Context: an optimization exercise on an open-source flow, tuned for small area. The choices shown serve that exercise and are no tape-out recipe. At most, simulation tests tie the RTL to the original design; equivalence was not proved. No driver is modelled on the clock port, so clocking that relies on it looks cheaper here than on a real chip. Power figures rest on the tool's default switching activity, not on a simulated workload.

Design game_of_life_20, start of the top module:
module game_of_life_20 (
  input  logic       clk,
  input  logic       rst,
  input  logic       load,
  input  logic       wr_en,
  input  logic [4:0] wr_row,
  input  logic [19:0] wr_data,
  output logic       hsync_out,
  output logic       vsync_out,
  output logic [3:0] red,
  output logic [3:0] green,
  output logic [3:0] blue
);
Size in the first run: ~840 flip-flops, about 43 I/O pins.
export LEC_CHECK = 0
export CAP_MARGIN = 20
export CORE_MARGIN = 2
export CORE_UTILIZATION = 75
export PLACE_DENSITY = 0.85
export SLEW_MARGIN = 20
export SYNTH_HIERARCHICAL = 1
export SYNTH_MINIMUM_KEEP_SIZE = 0
create_clock -name core_clock -period 10.0 [get_ports {clk}]
standard.sh (not shown) runs the stock make flow with config.mk's settings and CLKGATE_MAP_FILE= SYNTH_SCRIPT=/design/flow/synth_recipe.tcl, a recipe that flattens the netlist after the stock synthesis.
==> flow/flow/run.sh <==
#!/bin/bash
# Layout: the standard flow (standard.sh, standard synthesis included) with
# three changes: the clock tree gets no dummy loads added for balancing, each
# port's buffer is the smallest buffer cell, and between clock tree synthesis
# and routing flow/recover.tcl downsizes cells where timing and slew allow.
# Each tool's output goes to a log of its own here: standard_cts.log (make up
# to the clock tree), recover.log (the resizing step), standard.log (make
# from routing to the end); ORFS keeps each step's log under orfs/logs/.
set -euo pipefail
export BUFFER_PORTS_ARGS="-buffer_cell sky130_fd_sc_hd__buf_1"
export CTS_ARGS="-sink_clustering_enable -repair_clock_nets -dont_use_dummy_load -sink_clustering_size 10 -sink_clustering_max_diameter 35 -buf_list sky130_fd_sc_hd__clkbuf_4"
bash standard.sh cts > standard_cts.log 2>&1
RESULTS=$PWD/orfs/results/sky130hd/game_of_life_20/base openroad -no_init -exit flow/recover.tcl > recover.log 2>&1
bash standard.sh > standard.log 2>&1
Other scripts of this flow, unchanged in this note and not shown: flow/flow/recover.tcl
Change:
--- a/flow/design.v
+++ b/flow/design.v
@@ -110,24 +110,32 @@
   assign w_up  = (r_lp == 5'd0)  ? '0 : ~r_a[N-1];
   assign w_dn  = (r_lp == 5'd19) ? '0 : ~r_a[1];
   logic [N+1:0] w_cs, w_cc;
   assign w_cs[0] = 1'b0;  assign w_cc[0] = 1'b0;
   assign w_cs[N+1] = 1'b0;  assign w_cc[N+1] = 1'b0;
   for (genvar c = 0; c < N; c++) begin : g_csum
     gol_fa u_fa (.i_a(w_up[c]), .i_b(w_mid[c]), .i_c(w_dn[c]), .o_s(w_cs[c+1]), .o_co(w_cc[c+1]));
   end
   for (genvar c = 0; c < N; c++) begin : g_col
     logic h0, h1, a0, a1, b1, b2;
     gol_ha   u_ha   (.i_a(w_up[c]), .i_b(w_dn[c]), .o_s(h0), .o_co(h1));
-    gol_fa   u_fa_s (.i_a(w_cs[c]), .i_b(w_cs[c+2]), .i_c(h0), .o_s(a0), .o_co(a1));
-    gol_fa   u_fa_c (.i_a(w_cc[c]), .i_b(w_cc[c+2]), .i_c(h1), .o_s(b1), .o_co(b2));
+    if (c == 0) begin : g_left
+      gol_ha u_ha_s (.i_a(w_cs[c+2]), .i_b(h0), .o_s(a0), .o_co(a1));
+      gol_ha u_ha_c (.i_a(w_cc[c+2]), .i_b(h1), .o_s(b1), .o_co(b2));
+    end else if (c == N - 1) begin : g_right
+      gol_ha u_ha_s (.i_a(w_cs[c]), .i_b(h0), .o_s(a0), .o_co(a1));
+      gol_ha u_ha_c (.i_a(w_cc[c]), .i_b(h1), .o_s(b1), .o_co(b2));
+    end else begin : g_mid
+      gol_fa u_fa_s (.i_a(w_cs[c]), .i_b(w_cs[c+2]), .i_c(h0), .o_s(a0), .o_co(a1));
+      gol_fa u_fa_c (.i_a(w_cc[c]), .i_b(w_cc[c+2]), .i_c(h1), .o_s(b1), .o_co(b2));
+    end
     gol_rule u_rule (.i_a0(a0), .i_a1(a1), .i_b1(b1), .i_b2(b2), .i_mid(w_mid[c]), .o_next(w_next[c]));
   end
   assign w_tsum = 6'(wr_row) + 6'd19 - 6'(r_lp);
   assign w_tgt  = (w_tsum >= 6'd20) ? 5'(w_tsum - 6'd20) : 5'(w_tsum);
   for (genvar k = 0; k < N; k++) begin : g_wsel
     assign w_wsel[k] = w_wr && (w_tgt == 5'(k));
   end
   localparam logic [N*N-1:0] SEED_FLAT = SEED_GRID;
   logic [31:0][N-1:0] w_seed;
   for (genvar k = 0; k < 32; k++) begin : g_seed
     if (k < N) begin : g_row
What happened: Sequential share of layout area went up by 0.15 points; total power went down by 0.91%; worst hold slack gets worse by 0.029 ns; routed wire length went down by 0.43%; final area is about the same; non-clock buffer count went down by 5.
Function not checked in the second run of this note: the RTL went through the layout flow alone.

## afterwards: timing with drivers on the ports
The flow's constraints put no driver on any port. The routed layouts listed below were extracted and timed again, unchanged, in two steps.
Step 1: set_driving_cell puts a clkbuf_16 on clk and a buf_2 on each other input, an assumption about the parent block.
Step 2 adds t to the input delays and takes it off the output delays; t is the mean of the earliest and latest rising clock arrival at the registers after step 1. Input paths then give back, and output paths get back, about the clock's delay inside the block.
Three values: no drivers, after step 1, after step 2; two values: the first two.
| run | t, ns | setup WS [ns] | worst hold slack (ns) | worst slew at a driven data input, ns | cell pins on the clock port's net |
|---|---|---|---|---|---|
| the first run | 0.831 | 3.542 / 3.565 / 2.735 | 0.282 / 0.282 / 0.282 | 0.11 | 1 |
| the second run | 0.804 | 3.500 / 3.528 / 2.724 | 0.253 / 0.253 / 0.253 | 0.08 | 1 |
After both steps setup and hold are still met in every run listed. For the first run, which loses most, drivers alone change the setup slack by +0.023 ns; drivers and shift together by -0.807 ns.
